Context: an optimization exercise on an open-source flow, tuned for small area. The choices shown serve that exercise and are no tape-out recipe. Where RTL was checked, it was by simulation tests only, not by an equivalence proof against the original. Only the layout flow was run in run 3; the RTL was not checked for function there. Power and IR drop assume default switching activity. The clock port is modelled as an ideal driver; clocking choices that lean on that would not hold on a real chip.

[flow/config.mk]
export PLATFORM = sky130hd
export DESIGN_NAME = noc_cmd_parser
export DESIGN_NICKNAME = noc_cmd_parser
export VERILOG_FILES = /design/flow/design.v
export SDC_FILE = /design/flow/constraint.sdc
export NUM_CORES = 4
export LEC_CHECK = 0
export CAP_MARGIN = 20
export CORE_MARGIN = 2
export CORE_UTILIZATION = 60
export CTS_CLUSTER_DIAMETER = 100
export CTS_CLUSTER_SIZE = 30
export PLACE_DENSITY = 0.8
export SLEW_MARGIN = 20
export SYNTH_HIERARCHICAL = 1
[flow/constraint.sdc]
create_clock -name core_clock -period 9.0 [get_ports {clk}]
set_input_delay 1.8000 -clock core_clock [delete_from_list [all_inputs] [get_ports {clk}]]
set_output_delay 1.8000 -clock core_clock [all_outputs]
set_load 0.01 [all_outputs]
[flow/design.v]
package noc_sw_pkg;
    localparam logic [2:0] OP_RD = 3'b001;
    localparam logic [2:0] OP_WR = 3'b010;
    localparam logic [7:0] DEF_PERM_BASE = 8'h40;
    typedef enum logic [1:0] {
        IDLE,
        DEST,
        BODY,
        SKIP
    } parser_state_e;
    function automatic logic [7:0] frame_len(input logic [1:0] a_code,
                                             input logic [2:0] d_code,
                                             input logic       wr);
        logic [7:0] a;
        logic [7:0] d;
        a = 8'd1 << a_code;
        d = 8'd1 << d_code;
        if (wr) begin
            frame_len = a + d + 8'd3;
        end else begin
            frame_len = a + 8'd3;
        end
    endfunction
    function automatic logic [7:0] frame_len_m1(input logic [1:0] a_code,
                                                input logic [2:0] d_code,
                                                input logic       wr);
        logic [7:0] a;
        logic [7:0] d;
        a = 8'd1 << a_code;
        d = wr ? (8'd1 << d_code) : 8'd0;
        frame_len_m1 = a + d + 8'd2;
    endfunction
endpackage
module rewind_fifo #(
    parameter int DEPTH = 256,
    parameter int W     = 8,
    parameter int NB    = 1
) (
    input  logic                      clk,
    input  logic                      i_we,
    input  logic [$clog2(DEPTH)-1:0]  i_waddr,
    input  logic [W-1:0]              i_wdata,
    input  logic [$clog2(DEPTH)-1:0]  i_raddr,
    output logic [W-1:0]              o_rdata
);
    localparam int AW = $clog2(DEPTH);
    localparam int BD = DEPTH / NB;           
    localparam int BW = $clog2(BD);
    localparam int NG = (BD + 2) / 3;         
    logic [W-1:0]      r_mem [DEPTH];
    logic [BD-1:0]     w_rsel;
    logic [NG-1:0]     w_grp_n [NB][W];
    logic [W-1:0]      w_bank [NB];
    always_ff @(posedge clk) begin
        if (i_we) begin
            r_mem[i_waddr] <= i_wdata;
        end
    end
    always_comb begin
        for (int i = 0; i < BD; i++) begin
            w_rsel[i] = (i_raddr[BW-1:0] == BW'(i));
        end
    end
    for (genvar k = 0; k < NB; k++) begin : g_bank
        for (genvar b = 0; b < W; b++) begin : g_bit
            for (genvar g = 0; g < NG; g++) begin : g_grp
                if (3*g+2 < BD) begin : g_3
                    rewind_fifo_aoi u_aoi (
                        .a0 (r_mem[k*BD+3*g][b]),
                        .s0 (w_rsel[3*g]),
                        .a1 (r_mem[k*BD+3*g+1][b]),
                        .s1 (w_rsel[3*g+1]),
                        .a2 (r_mem[k*BD+3*g+2][b]),
                        .s2 (w_rsel[3*g+2]),
                        .y_n(w_grp_n[k][b][g])
                    );
                end else if (3*g+1 < BD) begin : g_2
                    assign w_grp_n[k][b][g] = !((r_mem[k*BD+3*g][b] && w_rsel[3*g]) ||
                                                (r_mem[k*BD+3*g+1][b] && w_rsel[3*g+1]));
                end else begin : g_1
                    assign w_grp_n[k][b][g] = !(r_mem[k*BD+3*g][b] && w_rsel[3*g]);
                end
            end
            assign w_bank[k][b] = !(&w_grp_n[k][b]);
        end
    end
    if (NB == 1) begin : g_one
        assign o_rdata = w_bank[0];
    end else begin : g_sel
        assign o_rdata = w_bank[i_raddr[AW-1:BW]];
    end
endmodule
module rewind_fifo_aoi (
    input  logic a0,
    input  logic s0,
    input  logic a1,
    input  logic s1,
    input  logic a2,
    input  logic s2,
    output logic y_n
);
    assign y_n = !((a0 && s0) || (a1 && s1) || (a2 && s2));
endmodule
module noc_cmd_parser #(
    parameter int         DEPTH     = 256,
    parameter int         FRAMES    = 8,
    parameter logic [7:0] PERM_BASE = noc_sw_pkg::DEF_PERM_BASE,
    parameter int         NUM_PORTS = 4
) (
    input  logic        clk,
    input  logic        reset_n,
    input  logic        noc_to_dev_ctl,
    input  logic [7:0]  noc_to_dev_data,
    output logic        out_valid,
    input  logic        out_ready,
    output logic [8:0]  out_word,
    output logic [1:0]  out_port,
    output logic        out_sop,
    output logic        out_eop,
    output logic        drop_pulse
);
    localparam int AW = $clog2(DEPTH);
    localparam int FW = $clog2(FRAMES);
    noc_sw_pkg::parser_state_e r_state;
    noc_sw_pkg::parser_state_e w_state_nxt;
    logic [7:0]    r_cnt;
    logic [7:0]    w_cnt_nxt;
    logic [5:0]    r_hdr;       
    logic          r_drop;
    logic [AW:0]   r_wr;        
    logic [AW:0]   w_wr_nxt;
    logic [AW:0]   r_cm;        
    logic [AW:0]   r_rd;        
    logic [AW:0]   w_used;
    logic [FW:0]   r_nfr;       
    logic          w_we;
    logic [7:0]    w_wdata;
    logic          w_commit;
    logic          w_drop;
    logic          w_hdr;
    logic          w_in_frame;
    logic          w_op_ok;
    logic          w_room;
    logic          w_dest_ok;
    logic [1:0]    w_dest_idx;
    logic [7:0]    w_len_m1;
    logic [7:0]    w_rdata;
    logic          w_empty;
    logic          w_load;
    logic          w_dpop;
    logic          w_is_hdr;
    logic [7:0]    r_orem;
    logic [7:0]    w_olen_m1;
    logic          r_sop;
    assign w_hdr      = noc_to_dev_ctl && (noc_to_dev_data != 8'h00);
    assign w_in_frame = (r_state == noc_sw_pkg::DEST) || (r_state == noc_sw_pkg::BODY);
    assign w_op_ok    = (noc_to_dev_data[2:0] == noc_sw_pkg::OP_RD) ||
                        (noc_to_dev_data[2:0] == noc_sw_pkg::OP_WR);
    assign w_len_m1   = noc_sw_pkg::frame_len_m1(noc_to_dev_data[7:6],
                                                 noc_to_dev_data[5:3],
                                                 noc_to_dev_data[1]);
    assign w_used     = r_cm - r_rd;
    assign w_room     = (w_used <= (AW+1)'((AW+1)'(DEPTH - 1) - (AW+1)'(w_len_m1))) && !r_nfr[FW];
    assign w_dest_ok  = ({1'b0, noc_to_dev_data} >= {1'b0, PERM_BASE}) &&
                        ({1'b0, noc_to_dev_data} <
                         {1'b0, PERM_BASE} + 9'(NUM_PORTS));
    assign w_dest_idx = noc_to_dev_data[1:0] - PERM_BASE[1:0];
    always_ff @(posedge clk or negedge reset_n) begin
        if (!reset_n) begin
            r_state <= noc_sw_pkg::IDLE;
            r_drop  <= 1'b0;
        end else begin
            r_state <= w_state_nxt;
            r_drop  <= w_drop;
        end
    end
    always_ff @(posedge clk) begin
        r_cnt <= w_cnt_nxt;
        r_wr  <= w_wr_nxt;
        r_hdr <= {noc_to_dev_data[7:3], noc_to_dev_data[1]};
    end
    always_comb begin
        w_state_nxt = r_state;
        w_cnt_nxt   = r_cnt - 8'd1;
        w_wr_nxt    = r_wr + ((r_state == noc_sw_pkg::DEST) ? (AW+1)'(2) : (AW+1)'(1));
        w_we        = 1'b0;
        w_wdata     = noc_to_dev_data;
        w_commit    = 1'b0;
        w_drop      = 1'b0;
        if (w_in_frame && noc_to_dev_ctl) begin
            w_drop      = 1'b1;
            w_state_nxt = noc_sw_pkg::IDLE;
        end
        if (w_hdr) begin
            if (!w_op_ok) begin
                w_drop      = 1'b1;
                w_state_nxt = noc_sw_pkg::SKIP;
            end else if (!w_room) begin
                w_drop      = 1'b1;
                w_state_nxt = noc_sw_pkg::IDLE;
            end else begin
                w_cnt_nxt   = w_len_m1;
                w_wr_nxt    = r_cm;
                w_state_nxt = noc_sw_pkg::DEST;
            end
        end else if (!noc_to_dev_ctl) begin
            case (r_state)
                noc_sw_pkg::DEST: begin
                    if (w_dest_ok) begin
                        w_we        = 1'b1;
                        w_wdata     = {r_hdr, w_dest_idx};
                        w_state_nxt = noc_sw_pkg::BODY;
                    end else begin
                        w_drop      = 1'b1;
                        w_state_nxt = noc_sw_pkg::SKIP;
                    end
                end
                noc_sw_pkg::BODY: begin
                    w_we      = 1'b1;
                    if (r_cnt == 8'd1) begin
                        w_commit    = 1'b1;
                        w_state_nxt = noc_sw_pkg::IDLE;
                    end
                end
                default: ;
            endcase
        end
    end
    rewind_fifo #(
        .DEPTH (DEPTH),
        .W     (8)
    ) u_buf (
        .clk      (clk),
        .i_we     (w_we),
        .i_waddr  (r_wr[AW-1:0]),
        .i_wdata  (w_wdata),
        .i_raddr  (r_rd[AW-1:0]),
        .o_rdata  (w_rdata)
    );
    assign w_empty = (r_rd == r_cm);
    assign w_load  = (!out_valid || out_ready) && !w_empty;
    assign w_dpop  = out_valid && out_ready && out_eop;
    always_ff @(posedge clk or negedge reset_n) begin
        if (!reset_n) begin
            r_cm  <= '0;
            r_rd  <= '0;
            r_nfr <= '0;
        end else begin
            if (w_commit) begin
                r_cm <= w_wr_nxt;    
            end
            r_rd  <= r_rd + (AW+1)'(w_load);
            r_nfr <= r_nfr + (FW+1)'(w_commit) - (FW+1)'(w_dpop);
        end
    end
    assign w_is_hdr = (r_orem == 8'd0);
    assign w_olen_m1 = noc_sw_pkg::frame_len_m1(w_rdata[7:6], w_rdata[5:3], w_rdata[2]);
    always_ff @(posedge clk or negedge reset_n) begin
        if (!reset_n) begin
            out_valid <= 1'b0;
            r_sop     <= 1'b0;
            out_eop   <= 1'b0;
        end else if (w_load) begin
            out_valid <= 1'b1;
            r_sop     <= w_is_hdr;
            out_eop   <= (r_orem == 8'd1);
        end else if (out_ready) begin
            out_valid <= 1'b0;
            r_sop     <= 1'b0;
            out_eop   <= 1'b0;
        end
    end
    always_ff @(posedge clk or negedge reset_n) begin
        if (!reset_n) begin
            r_orem <= '0;
        end else if (w_load && w_is_hdr) begin
            r_orem <= w_olen_m1;
        end else begin
            r_orem <= r_orem - 8'(w_load);
        end
    end
    always_ff @(posedge clk) begin
        if (w_load) begin
            if (w_is_hdr) begin
                out_word[7:0] <= {w_rdata[7:3], 1'b0, w_rdata[2], !w_rdata[2]};
                out_port      <= w_rdata[1:0];
            end else if (r_sop) begin
                out_word[7:0] <= PERM_BASE + 8'(out_port);
            end else begin
                out_word[7:0] <= w_rdata;
            end
        end
    end
    assign out_sop     = r_sop;
    assign out_word[8] = r_sop;
    assign drop_pulse  = r_drop;
endmodule
[flow/flow/run.sh]
#!/bin/bash
# The standard layout (the standard.sh: ORFS synthesis through finish),
# with one change: clock tree synthesis runs without dummy loads, using the
# same sink clustering as config.mk's CTS_CLUSTER_SIZE / CTS_CLUSTER_DIAMETER, and
# clkbuf_4 for the root and trunk buffers (the leaf buffers stay clkbuf_16).
# make's full output goes to flow_make.log here; each ORFS step keeps its own
# log under orfs/logs/.
set -euo pipefail
export CTS_ARGS="-sink_clustering_enable -repair_clock_nets -dont_use_dummy_load -sink_clustering_size 30 -sink_clustering_max_diameter 100 -root_buf sky130_fd_sc_hd__clkbuf_4 -tree_buf sky130_fd_sc_hd__clkbuf_4"
bash standard.sh finish > flow_make.log 2>&1
[flow/standard.sh]
#!/bin/bash
# synth_recipe.tcl (not shown) runs the flow's synth.tcl, then flattens the netlist and writes it again
# the make line also repeats each setting of config.mk as NAME=value (left out here)
make -C /OpenROAD-flow-scripts/flow DESIGN_CONFIG=/design/flow/config.mk WORK_HOME=/design/flow/orfs CLKGATE_MAP_FILE= SYNTH_SCRIPT=/design/flow/synth_recipe.tcl "${@:-finish}"
==> results_dict.tcl, run 1 <==
set metrics [dict create \
    r2r_slack_ps 2550 \
    layout-drive-gt1-share 0.04776 \
    first_pass_iters 15 \
    finalHoldViolCount 0 \
    drt-total-wl_um 203400 \
    p_sw_frac 0.2695 \
    crit_family "simple AND/OR/NAND/NOR gates" \
    yosysMostFrequentCell "edfxtp_1" \
    cp-end-kind "flip-flop" \
    grt_pass1_wl_um 289000 \
    synth_cells 4094 \
    num-nets-final 4253 \
    cap_violations 0 \
    relSlewSlack 0.1858 \
    cts_hold_buf 0 \
    hold_depth 1 \
    worst_slew_pin_slew_ps 1217 \
    netlist.area_leader.share 0.8027 \
    cpMostUsedCell "inv_1" \
    num_vias 45080 \
    finalSetupTns_ps 0 \
    wire_per_inst_um 34.70 \
    core-area_um2 127500 \
    postRouteAntennaNets 0 \
    fp.dieW_um 362.2 \
    dieArea_um2 131200 \
    skew_ps 125.1 \
    netlist_top_cells_count "edfxtp_1 (2058), a222oi_1 (680), nor2_1 (536)" \
    gp_congestion 0.9603 \
    cts_tree "yes" \
    cts_made_buffers 80 \
    num_rows 131 \
    via_per_inst 7.690 \
    drcViolationCount 0 \
    grt_max_degree 215 \
    clkPwrFrac 0.227 \
    final_cell_area_um2 81470 \
    min_from "r_nfr[0]" \
    min_to "r_nfr[0]" \
    fmax_mhz 155.1 \
    nFillCells 8258 \
    power_density_nw_per_um2 222.2 \
    post_cts_resized 0 \
    final_max_slew_viol_count 0 \
    ys_seq_area_frac 0.8204 \
    crit_buf_inv 3 \
    h-tree-depth 3 \
    synth_cell_types 61 \
    syn-num-nets 4157 \
    crit_slowest_cell "nand2_1" \
    globalRouteOverflowTotal 0 \
    ys_async_sr_fraction 0.01701 \
    drtIter0Drc 11890 \
    ys_warn_count 13 \
    r2r_start "r_rd[7]" \
    r2r_cells 19 \
    clkSinkCount 2117 \
    critPathKind "reg2reg" \
    synth_edf_count 2058 \
    track_usage 0.3043 \
    vdd_drop_max_v 0.0001567 \
    postCtsSetupBuffers 0 \
    die_height_um 362.2 \
    min_period_over_period 0.7162 \
    arrival_ps 7490 \
    p_seq_frac 0.616 \
    post_dp_cell_area_um2 79530 \
    synth_ff_type "edfxtp_1" \
    synthTopCellsByArea "edfxtp_1 (80%), a222oi_1 (8.8%), nor2_1 (2.6%), nand4_1 (1.5%), dfrtp_1 (1.2%)" \
    ioPinCount 27 \
    rsz0062_at_grt "no" \
    holdWs_ps 490.9 \
    avgSynthCellArea_um2 18.80 \
    crit_chain "and2b_1 > nand2_1 > nor2_1 > a222oi_1 > nand4_1 > nor4_1 > and3_1 > nand4_1 > nand2b_1 > ha_1 > inv_1 > ha_1 > inv_1 > fa_1 > inv_1 > a21o_1 > a21oi_1 > xnor2_1 > mux2i_1" \
    path_max_fanout 16 \
    startpoint_type "flip-flop" \
    syn_area_um2 76990 \
    critPathRequiredTime_ps 10050 \
    max_stage_delay_ps 880 \
    timing.rr.end "r_orem[5]" \
    syn2layout_area_growth_pct 5.830 \
    clk_latency_ps 1220 \
    initial_utilization 0.6037 \
    synth_seq_cells 2117 \
    path_clk_slew_ps 120 \
    finalSetupViolCount 0 \
    cts-root-buf "clkbuf_4" \
    dpl.hpwl_um 129100 \
    worstHoldPathType "reg2reg" \
    clock_path_buffers 3 \
    outcome "timing/DRC/antenna clean" \
    antenna_found_initial 7 \
    leakage_nw 24.57 \
    io_buffers 26 \
    fin_crit_ps 6446 \
    internal_power_mw 13.23 \
    yosys.area.top_type "edfxtp_1" \
    switching_power_mw 4.879 \
    comb_power_share 0.157 \
    utilization 0.6389 \
    grt_pass1_vias 41800 \
]
[cells in the final DEF, fill, tap and decap left out, types with 16 or more instances in the layout]
master           netlist  final
a222oi_1             680    680
dfxtp_1               23     23
clkdlybuf4s50_1        0     23
buf_4                  5     52
nand3_1               34     31
ha_1                  46     46
nand4_1              179    179
nor4_1                44     44
edfxtp_1            2058   2058
nor2_1               536    536
nand2_1              100     92
dfrtp_1               36     36
clkbuf_16              0     71
xnor2_1               28     28
xor2_1                16     16
inv_1                 43     43
[how the worst max path moves through the flow]
stage          depth (start not counted)             endpoint  slack, ps                from
6_report                              19            r_orem[5]       2550             r_rd[7]
5_1_grt                               20            r_orem[5]       2600             r_rd[7]
4_1_cts                               19            r_orem[5]       2940             r_rd[7]
3_5_place_dp                           9  u_buf.r_mem[120][7]       2860  noc_to_dev_data[5]
3_3_place_gp                          19            r_orem[5]       2740             r_rd[2]
2_1_floorplan                          5    u_buf.r_mem[0][6]       2600  noc_to_dev_data[4]
[Yosys stat by module (local to each module, per instance), a selection]
module	cells	area, um^2	copies in the design	flops+latches
noc_cmd_parser	441	4390	1	69
rewind_fifo_aoi	1	10.01	680	0
[per-layer routing]
| layer | up-vias | GRT usage | share of wire |
|---|---|---|---|
| li1 | 17970 | - | - |
| met1 | 22190 | 0.4221 | 0.34 |
| met2 | 4374 | 0.4674 | 0.45 |
| met3 | 547 | 0.07800 | 0.16 |
| met4 | 2 | 0.1228 | 0.049 |
| met5 | - | 0 | 0.000064 |
[power by group through the flow]
stage | sequential, mW | combinational [mW] | clock (mW)
finish | 11.2 | 2.85 | 4.11
global route | 11.2 | 2.94 | 4.37
CTS | 11.1 | 2.71 | 4.09
detailed placement | 11.4 | 2.70 | 0
global placement | 11.4 | 2.65 | 0
floorplan | 11.3 | 1.51 | 0
[final cells by class]
class                   instances  area [um^2]  share of cell area
inverters                      45        168.9            0.002073
flip-flops and latches       2117        63160              0.7752
well taps                    1662         2079             0.02552
multi-input cells            1860        13390              0.1643
repair buffers                 86        805.8            0.009890
diodes                         12        30.03           0.0003686
clock buffers                  80         1844             0.02264
[through the flow]
step / setup WS, ps / total power, mW / cells
final: 2554 / 18.11 / 5862
after CTS: 2942 / 17.94 / 5848
after global placement: 2743 / 14.01 / 5764
after global routing: 2599 / 18.48 / 5856
after floorplan: 2599 / 12.83 / 4094
after detailed placement: 2858 / 14.06 / 5768
[logic make-up (layout without fill, tap and decap cells)]
kind of cell / after synthesis / after routing / share of synthesized area
AOI/OAI and AO/OA: 748 / 748 / 0.09452
and+or+nand+nor: 995 / 995 / 0.06078
xor gates and xnor gates: 44 / 44 / 0.005006
muxes: 22 / 22 / 0.003413
DFF: 2117 / 2117 / 0.8204
other: 0 / 12 / 0
buffers and inverters: 117 / 211 / 0.007086
adders and majority gates: 51 / 51 / 0.008776
[flip-flops by register name, indices dropped and copies added (netlist names)]
register     count
r_orem           8
out_eop          1
r_drop           1
out_port         2
r_wr             9
r_hdr            6
out_valid        1
r_sop            1
r_state          2
u_buf.r_mem   2048
r_rd             9
r_nfr            4
out_word         8
r_cnt            8
r_cm             9
[worst register-to-register path, delay by kind of cell (launching register included)]
kind	cells	cell delay, ps
fa+ha+maj	3	790
flops	1	550
xor+xnor	1	160
simple gates	8	3640
compound gates	3	880
mux	1	80
buf+inv	3	200
==> inputs of run 2 (changes only) <==
--- a/flow/config.mk
+++ b/flow/config.mk
@@ -5,11 +5,11 @@
 export SDC_FILE = /design/flow/constraint.sdc
 export NUM_CORES = 4
 export LEC_CHECK = 0
-export CAP_MARGIN = 20
+export CAP_MARGIN = 10
 export CORE_MARGIN = 2
 export CORE_UTILIZATION = 60
 export CTS_CLUSTER_DIAMETER = 100
 export CTS_CLUSTER_SIZE = 30
 export PLACE_DENSITY = 0.8
-export SLEW_MARGIN = 20
+export SLEW_MARGIN = 10
 export SYNTH_HIERARCHICAL = 1
==> run 2 against run 1 <==
Against the previous run: count of clock-buffer cells in the layout did not move; worst setup slack improved by 15 ps; final area fell by 0.13%; critical path type unchanged.
==> results_dict.tcl, run 2 <==
set metrics [dict create \
    r2r_cells 20 \
    post_dp_cell_area_um2 79500 \
    mostFrequentLayoutCell "edfxtp_1" \
    routed.top_layer "met5" \
    postCtsSetupBuffers 0 \
    first_pass_iters 15 \
    syn-num-nets 4157 \
    grt_max_degree 215 \
    die_height_um 362.2 \
    num_vias 44730 \
    top_register "u_buf.r_mem" \
    drt-total-wl_um 202700 \
    yosysMostFrequentCell "edfxtp_1" \
    synth_ff_type "edfxtp_1" \
    fin_crit_ps 6431 \
    dieArea_um2 131200 \
    ys_async_sr_fraction 0.01701 \
    drtIter0Drc 11280 \
    ioPinCount 27 \
    path_clk_slew_ps 120 \
    num-nets-final 4248 \
    multi_input_area_um2 13360 \
    crit_slowest_cell "nand2_1" \
    netlist.area_leader.share 0.8027 \
    vdd_drop_max_v 0.0001751 \
    worstHoldPathType "reg2reg" \
    cp-end-kind "flip-flop" \
    synth_edf_count 2058 \
    skew_ps 122.6 \
    p_total_mw 18.10 \
    synth_seq_cells 2117 \
    syn2layout_area_growth_pct 5.693 \
    cap_violations 0 \
    initial_utilization 0.6037 \
    min_from "r_nfr[0]" \
    seq_area_um2 63160 \
    via_per_inst 7.641 \
    fmax_mhz 155.5 \
    core-area_um2 127500 \
    grt_pass1_wl_um 288700 \
    r2r_slack_ps 2570 \
    ys_seq_area_frac 0.8204 \
    timing.rr.end "r_orem[5]" \
    grt_pass1_vias 42090 \
    min_period_over_period 0.7146 \
    layout-drive-gt1-share 0.04494 \
    relSlewSlack 0.1081 \
    post_cts_resized 0 \
    leakage_nw 24.52 \
    wire_per_inst_um 34.63 \
    crit_chain "and2b_1 > nand2_1 > nor2_1 > a222oi_1 > nand4_1 > nor4_1 > and3_1 > nand4_1 > nor2b_1 > nand2_1 > ha_1 > inv_1 > ha_1 > inv_1 > fa_1 > inv_1 > a21o_1 > a21oi_1 > xnor2_1 > mux2i_1" \
    critPathKind "reg2reg" \
    r2r_start "r_rd[7]" \
    finalSetupViolCount 0 \
    max_stage_delay_ps 900 \
    final_cell_mix "edfxtp_1 (2058), a222oi_1 (680), nor2_1 (536), nand4_1 (179), nand2_1 (95)" \
    io_buffers 26 \
    netlist_top_cells_count "edfxtp_1 (2058), a222oi_1 (680), nor2_1 (536)" \
    wl_met1_um 68770 \
    critPathRequiredTime_ps 10080 \
    outcome "timing/DRC/antenna clean" \
    final_max_slew_viol_count 0 \
    yosys.area.top_type "edfxtp_1" \
    holdWs_ps 493.9 \
    h-tree-depth 3 \
    avgSynthCellArea_um2 18.80 \
    worst_slew_pin_slew_ps 1335 \
    wl_met3_um 31780 \
    largest_reg_flops 2048 \
    antenna_found_initial 4 \
    cts_tree "yes" \
    syn_area_um2 76990 \
    arrival_ps 7510 \
    final_cell_area_um2 81370 \
    track_usage 0.3036 \
    wl_met2_um 92000 \
    cts_made_buffers 80 \
    path_max_fanout 16 \
    cts-root-buf "clkbuf_4" \
    clk_latency_ps 1190 \
    synth_cells 4094 \
    globalRouteOverflowTotal 0 \
    min_to "r_nfr[0]" \
    startpoint_type "flip-flop" \
    num_rows 131 \
    synth_cell_types 61 \
    ys_warn_count 13 \
    finalSetupTns_ps 0 \
    power_density_nw_per_um2 222.5 \
    cts_hold_buf 0 \
    drcViolationCount 0 \
    hold_depth 1 \
    rsz0062_at_grt "no" \
    clkSinkCount 2117 \
    nFillCells 8314 \
    synthTopCellsByArea "edfxtp_1 (80%), a222oi_1 (8.8%), nor2_1 (2.6%), nand4_1 (1.5%), dfrtp_1 (1.2%)" \
    finalHoldViolCount 0 \
    dpl.hpwl_um 129000 \
    fp.dieW_um 362.2 \
    clock_path_buffers 3 \
    postRouteAntennaNets 0 \
    cpMostUsedCell "inv_1" \
    gp_congestion 0.9603 \
]
run 2: cells by family (layout without fill, tap and decap cells):
kind of cell | after synthesis | in the layout | share of synthesized area
and+or+nand+nor | 995 | 995 | 0.06078
buffers and inverters | 117 | 206 | 0.007086
DFF | 2117 | 2117 | 0.8204
AOI/OAI and AO/OA | 748 | 748 | 0.09452
other | 0 | 9 | 0
xor gates and xnor gates | 44 | 44 | 0.005006
muxes | 22 | 22 | 0.003413
adders and majority gates | 51 | 51 | 0.008776
run 2: worst max path at each step:
stage / startpoint / endpoint / slack (ps) / depth (start not counted)
floorplan: noc_to_dev_data[4] / u_buf.r_mem[0][6] / 2600 / 5
global placement: r_rd[2] / r_orem[5] / 2740 / 19
detailed placement: noc_to_dev_data[5] / u_buf.r_mem[85][5] / 2890 / 10
CTS: r_rd[7] / r_orem[5] / 3040 / 19
global route: r_rd[7] / r_orem[5] / 2640 / 19
finish: r_rd[7] / r_orem[5] / 2570 / 20
run 2: where the power goes:
group          switching [mW]  internal (mW)  total, mW
Combinational            2.02          0.823       2.85
Sequential              0.186           11.0       11.1
Clock                    2.67           1.44       4.11
run 2: metrics by stage:
step	utilization	setup slack, ps	cells
final	0.6381	2569	5854
after global placement	0.6233	2743	5764
after floorplan	-	2599	4094
after global routing	0.6380	2643	5850
after detailed placement	0.6234	2889	5765
after CTS	0.6379	3036	5845
run 2: critical path, delay by kind of cell (launching register included):
family                     cells  cell delay (ps)
adders and majority gates      3              840
xor gates and xnor gates       1              160
buffers and inverters          3              180
and+or+nand+nor                9             3880
muxes                          1               80
AOI/OAI and AO/OA              3              640
DFF                            1              540
run 2: layer usage:
layer | GRT usage | vias to the layer above
met1 | 0.4149 | 22060
met5 | 0 | -
met3 | 0.08327 | 550
li1 | - | 17950
met4 | 0.1255 | 4
met2 | 0.4675 | 4169
run 2: cell type report:
class | instances | share of cell area
inverters | 45 | 0.002076
multi-input cells | 1860 | 0.1642
repair buffers | 81 | 0.009042
clock buffers | 80 | 0.02267
well taps | 1662 | 0.02556
diodes | 9 | 0.0002768
flip-flops and latches | 2117 | 0.7762
run 2: Yosys stat by module (local to each module, per instance), a selection:
module           area (um^2)  flip-flops and latches
rewind_fifo_aoi        10.01                       0
noc_cmd_parser          4390                      69
==> inputs of run 3 (changes only) <==
--- a/flow/design.v
+++ b/flow/design.v
@@ -125,16 +125,16 @@
     noc_sw_pkg::parser_state_e w_state_nxt;
     logic [7:0]    r_cnt;
     logic [7:0]    w_cnt_nxt;
-    logic [5:0]    r_hdr;       
     logic          r_drop;
     logic [AW:0]   r_wr;        
-    logic [AW:0]   w_wr_nxt;
+    logic [AW:0]   w_waddr;
+    logic [AW:0]   w_wr_inc;
+    logic          w_accept;
     logic [AW:0]   r_cm;        
     logic [AW:0]   r_rd;        
     logic [AW:0]   w_used;
     logic [FW:0]   r_nfr;       
     logic          w_we;
-    logic [7:0]    w_wdata;
     logic          w_commit;
     logic          w_drop;
     logic          w_hdr;
@@ -142,7 +142,6 @@
     logic          w_op_ok;
     logic          w_room;
     logic          w_dest_ok;
-    logic [1:0]    w_dest_idx;
     logic [7:0]    w_len_m1;
     logic [7:0]    w_rdata;
     logic          w_empty;
@@ -152,6 +151,7 @@
     logic [7:0]    r_orem;
     logic [7:0]    w_olen_m1;
     logic          r_sop;
+    logic [1:0]    r_port;
     assign w_hdr      = noc_to_dev_ctl && (noc_to_dev_data != 8'h00);
     assign w_in_frame = (r_state == noc_sw_pkg::DEST) || (r_state == noc_sw_pkg::BODY);
     assign w_op_ok    = (noc_to_dev_data[2:0] == noc_sw_pkg::OP_RD) ||
@@ -164,7 +164,6 @@
     assign w_dest_ok  = ({1'b0, noc_to_dev_data} >= {1'b0, PERM_BASE}) &&
                         ({1'b0, noc_to_dev_data} <
                          {1'b0, PERM_BASE} + 9'(NUM_PORTS));
-    assign w_dest_idx = noc_to_dev_data[1:0] - PERM_BASE[1:0];
     always_ff @(posedge clk or negedge reset_n) begin
         if (!reset_n) begin
             r_state <= noc_sw_pkg::IDLE;
@@ -176,15 +175,15 @@
     end
     always_ff @(posedge clk) begin
         r_cnt <= w_cnt_nxt;
-        r_wr  <= w_wr_nxt;
-        r_hdr <= {noc_to_dev_data[7:3], noc_to_dev_data[1]};
-    end
+        r_wr  <= w_wr_inc;
+    end
+    assign w_waddr  = w_accept ? r_cm : r_wr;
+    assign w_wr_inc = w_waddr + (AW+1)'(1);
     always_comb begin
         w_state_nxt = r_state;
         w_cnt_nxt   = r_cnt - 8'd1;
-        w_wr_nxt    = r_wr + ((r_state == noc_sw_pkg::DEST) ? (AW+1)'(2) : (AW+1)'(1));
         w_we        = 1'b0;
-        w_wdata     = noc_to_dev_data;
+        w_accept    = 1'b0;
         w_commit    = 1'b0;
         w_drop      = 1'b0;
         if (w_in_frame && noc_to_dev_ctl) begin
@@ -199,8 +198,9 @@
                 w_drop      = 1'b1;
                 w_state_nxt = noc_sw_pkg::IDLE;
             end else begin
+                w_we        = 1'b1;
+                w_accept    = 1'b1;
                 w_cnt_nxt   = w_len_m1;
-                w_wr_nxt    = r_cm;
                 w_state_nxt = noc_sw_pkg::DEST;
             end
         end else if (!noc_to_dev_ctl) begin
@@ -208,7 +208,6 @@
                 noc_sw_pkg::DEST: begin
                     if (w_dest_ok) begin
                         w_we        = 1'b1;
-                        w_wdata     = {r_hdr, w_dest_idx};
                         w_state_nxt = noc_sw_pkg::BODY;
                     end else begin
                         w_drop      = 1'b1;
@@ -232,8 +231,8 @@
     ) u_buf (
         .clk      (clk),
         .i_we     (w_we),
-        .i_waddr  (r_wr[AW-1:0]),
-        .i_wdata  (w_wdata),
+        .i_waddr  (w_waddr[AW-1:0]),
+        .i_wdata  (noc_to_dev_data),
         .i_raddr  (r_rd[AW-1:0]),
         .o_rdata  (w_rdata)
     );
@@ -247,14 +246,14 @@
             r_nfr <= '0;
         end else begin
             if (w_commit) begin
-                r_cm <= w_wr_nxt;    
+                r_cm <= w_wr_inc;
             end
             r_rd  <= r_rd + (AW+1)'(w_load);
             r_nfr <= r_nfr + (FW+1)'(w_commit) - (FW+1)'(w_dpop);
         end
     end
     assign w_is_hdr = (r_orem == 8'd0);
-    assign w_olen_m1 = noc_sw_pkg::frame_len_m1(w_rdata[7:6], w_rdata[5:3], w_rdata[2]);
+    assign w_olen_m1 = noc_sw_pkg::frame_len_m1(w_rdata[7:6], w_rdata[5:3], w_rdata[1]);
     always_ff @(posedge clk or negedge reset_n) begin
         if (!reset_n) begin
             out_valid <= 1'b0;
@@ -281,16 +280,13 @@
     end
     always_ff @(posedge clk) begin
         if (w_load) begin
-            if (w_is_hdr) begin
-                out_word[7:0] <= {w_rdata[7:3], 1'b0, w_rdata[2], !w_rdata[2]};
-                out_port      <= w_rdata[1:0];
-            end else if (r_sop) begin
-                out_word[7:0] <= PERM_BASE + 8'(out_port);
-            end else begin
-                out_word[7:0] <= w_rdata;
-            end
-        end
-    end
+            out_word[7:0] <= w_rdata;
+        end
+        if (w_load && r_sop) begin
+            r_port <= w_rdata[1:0] - PERM_BASE[1:0];
+        end
+    end
+    assign out_port    = r_sop ? (w_rdata[1:0] - PERM_BASE[1:0]) : r_port;
     assign out_sop     = r_sop;
     assign out_word[8] = r_sop;
     assign drop_pulse  = r_drop;
--- a/flow/flow/run.sh
+++ b/flow/flow/run.sh
@@ -6,5 +6,5 @@
 # make's full output goes to flow_make.log here; each ORFS step keeps its own
 # log under orfs/logs/.
 set -euo pipefail
-export CTS_ARGS="-sink_clustering_enable -repair_clock_nets -dont_use_dummy_load -sink_clustering_size 30 -sink_clustering_max_diameter 100 -root_buf sky130_fd_sc_hd__clkbuf_4 -tree_buf sky130_fd_sc_hd__clkbuf_4"
+export CTS_ARGS="-sink_clustering_enable -repair_clock_nets -dont_use_dummy_load -sink_clustering_size 25 -sink_clustering_max_diameter 100 -root_buf sky130_fd_sc_hd__clkbuf_4 -tree_buf sky130_fd_sc_hd__clkbuf_4"
 bash standard.sh finish > flow_make.log 2>&1
==> flow/config.mk (replaced) <==
export PLATFORM = sky130hd
export DESIGN_NAME = noc_cmd_parser
export DESIGN_NICKNAME = noc_cmd_parser
export VERILOG_FILES = /design/flow/design.v
export SDC_FILE = /design/flow/constraint.sdc
export NUM_CORES = 4
export LEC_CHECK = 0
export CAP_MARGIN = 20
export CORE_MARGIN = 2
export CORE_UTILIZATION = 60
export CTS_CLUSTER_DIAMETER = 100
export CTS_CLUSTER_SIZE = 25
export PLACE_DENSITY = 0.8
export SLEW_MARGIN = 20
export SYNTH_HIERARCHICAL = 1
==> run 3 against run 2 <==
Against the previous run: the layout now fails its checks (negative setup slack); flip-flop and latch count shrank 6; hold slack lost 1.1 ps; final area grew 0.86%; critical path depth shrank 9; synthesized area shrank 0.24%; clock power grew 7.8%; critical endpoint is now out_port[1]; largest power group unchanged.
==> results_dict.tcl, run 3 <==
set metrics [dict create \
    worst_slew_pin_slew_ps 1322 \
    path_max_fanout 11 \
    num_vias 45380 \
    finalHoldViolCount 0 \
    h-tree-depth 3 \
    nFillCells 8148 \
    initial_utilization 0.6030 \
    min_period_over_period 1.001 \
    critPathKind "reg2out" \
    die_height_um 361.8 \
    cts_tree "yes" \
    track_usage 0.3085 \
    vdd_drop_max_v 0.0002030 \
    relSlewSlack 0.1107 \
    outcome "failed layout checks" \
    globalRouteOverflowTotal 0 \
    wire_per_inst_um 34.73 \
    cts_made_buffers 95 \
    synthTopCellsByArea "edfxtp_1 (80%), a222oi_1 (8.9%), nor2_1 (2.6%), nand4_1 (1.4%), dfrtp_1 (1.2%)" \
    first_pass_iters 17 \
    clock_path_buffers 3 \
    layout-drive-gt1-share 0.06036 \
    cts-root-buf "clkbuf_4" \
    p_total_mw 18.55 \
    synth_edf_count 2058 \
    final_max_slew_viol_count 0 \
    rsz0062_at_grt "no" \
    via_per_inst 7.648 \
    gp_congestion 0.9953 \
    postRouteAntennaNets 0 \
    cap_violations 0 \
    ioPinCount 27 \
    netlist.area_leader.share 0.8047 \
    syn_area_um2 76800 \
    grt_pass1_wl_um 291500 \
    core-area_um2 127400 \
    num-nets-final 4321 \
    syn2layout_area_growth_pct 6.864 \
    io_buffers 26 \
    drt-total-wl_um 206000 \
    worstHoldPathType "reg2reg" \
    utilization 0.6444 \
    leakage_nw 24.84 \
    fin_crit_ps 9006 \
    ys_warn_count 13 \
    synth_ff_type "edfxtp_1" \
    final_cell_area_um2 82070 \
    fmax_mhz 111.0 \
    grt_pass1_vias 42550 \
    netlist_top_cells_count "edfxtp_1 (2058), a222oi_1 (680), nor2_1 (541)" \
    synth_seq_cells 2111 \
    post_dp_cell_area_um2 79780 \
    startpoint_type "flip-flop" \
    ys_seq_area_frac 0.8208 \
    setup_slack_ps -5.602 \
    drcViolationCount 0 \
    grt_max_degree 189 \
    yosys.area.top_type "edfxtp_1" \
    num_rows 131 \
    arrival_ps 7210 \
    fp.dieW_um 361.8 \
    path_clk_slew_ps 110 \
    synth_cell_types 62 \
    cp-end-kind "output pin" \
    finalSetupViolCount 1 \
    largest_reg_flops 2048 \
    top_register "u_buf.r_mem" \
    synth_cells 4093 \
    drtIter0Drc 11840 \
    dpl.hpwl_um 131000 \
    skew_ps 223.5 \
    power_density_nw_per_um2 226.0 \
    critPathRequiredTime_ps 7200 \
    clk_latency_ps 1290 \
    cts_hold_buf 0 \
    dieArea_um2 130900 \
    syn-num-nets 4154 \
    antenna_found_initial 11 \
    postCtsSetupBuffers 0 \
    placed_cells 5824 \
    ys_async_sr_fraction 0.01705 \
    clkSinkCount 2111 \
    final_cell_mix "edfxtp_1 (2058), a222oi_1 (680), nor2_1 (541), nand4_1 (176), buf_4 (113)" \
    finalNonFillerCells 5933 \
    yosysMostFrequentCell "edfxtp_1" \
    so_faults "negative setup slack" \
    mostFrequentLayoutCell "edfxtp_1" \
    post_cts_resized 0 \
    avgSynthCellArea_um2 18.76 \
]
run 3: cell types whose count changed after synthesis, sizes merged, moves of 6 or more:
cell   delta
dfxtp     -6
inv       -6
mux2      -7
nand2    -16
o21ai    +14
nor2      +6
a21oi    +10
nand3    +13
run 3: metal layers:
layer | up-vias | share of wire | global-route usage
met1 | 22090 | 0.33 | 0.4164
met5 | - | 0.00033 | 0
met3 | 703 | 0.16 | 0.08312
li1 | 18130 | - | -
met2 | 4442 | 0.45 | 0.4680
met4 | 12 | 0.062 | 0.1578
run 3: critical path: stages, from the launching register on:
cell and delay, ps:
dfrtp_1 580, and2b_1 270, nand2_1 760, buf_4 500
nor2_1 230, a222oi_1 440, nand4_1 350, nor4_1 1030
and3_1 540, nand4_1 300, mux2_2 400, clkdlybuf4s50_1 480
run 3: stage by stage:
step	TNS, ps	worst slack [ps]	hold WS [ps]
2_1_floorplan	0	2312	444.8
5_1_grt	0	116.4	529.6
4_1_cts	0	286.4	499.2
3_3_place_gp	0	841.3	463.5
3_5_place_dp	0	728.0	479.9
6_report	-5.602	-5.602	492.8
run 3: report_power, final:
part	switching (mW)	internal, mW
Combinational	2.24	0.789
Sequential	0.156	10.9
Clock	2.71	1.71
Total	5.11	13.4
run 3: final cells by class:
cell class | instances | area, um^2 | area share
Inverter | 40 | 150.1 | 0.001829
Clock buffer | 95 | 2220 | 0.02705
Tap cell | 1662 | 2079 | 0.02534
Sequential cell | 2111 | 63040 | 0.7681
Multi-Input combinational cell | 1866 | 13260 | 0.1615
Antenna cell | 13 | 32.53 | 0.0003964
Timing Repair Buffer | 146 | 1291 | 0.01573
run 3: per-module statistics from Yosys, one instance, submodules excluded, a selection:
module	flops+latches	cell area (um^2)
noc_cmd_parser	63	4204
rewind_fifo_aoi	0	10.01
run 3: kinds of logic (layout without fill, tap and decap cells):
kind of cell / Yosys count / after routing / synth area share
DFF: 2111 / 2111 / 0.8208
and+or+nand+nor: 992 / 992 / 0.06069
AOI/OAI and AO/OA: 765 / 765 / 0.09558
buffers and inverters: 116 / 281 / 0.007054
adders and majority gates: 49 / 49 / 0.008374
xor gates and xnor gates: 49 / 49 / 0.005588
muxes: 11 / 11 / 0.001874
other: 0 / 13 / 0
run 3: final timing paths:
kind / slack [ps] / end / cells past startpoint / start
worst max-delay path: -6 / out_port[1] / 11 / r_rd[3]
worst min-delay path: 490 / r_nfr[0] / 1 / r_nfr[0]
worst max register to register: 1450 / r_orem[5] / 21 / r_rd[7]
worst min register to register: 490 / r_nfr[0] / 1 / r_nfr[0]
max in group asynchronous: 7760 / r_orem[3] / 2 / reset_n
min in group asynchronous: 640 / r_rd[6] / 2 / reset_n

-- what the ideal ports hide --
Ports are ideal in the flow. The routed layouts listed here were re-timed in OpenROAD. Step 1, drivers: a clkbuf_16 drives clk and a buf_2 each remaining input, both assumed. Step 2 adds t to the input delays and takes it off the output delays; t is the mean of the earliest and latest rising clock arrival at the registers after step 1. Input paths then give back, and output paths get back, about the clock's delay inside the block. Slacks: ideal ports / drivers / drivers and shift; pairs: ideal ports / drivers.
| run | t, ns | setup WS [ns] | cell pins on the clock port's net |
|---|---|---|---|
| run 1 | 1.228 | 2.554 / 2.554 / 2.554 | 1 |
| run 2 | 1.232 | 2.569 / 2.569 / 2.569 | 1 |
| run 3 | 1.252 | -0.006 / -0.077 / 0.591 | 1 |
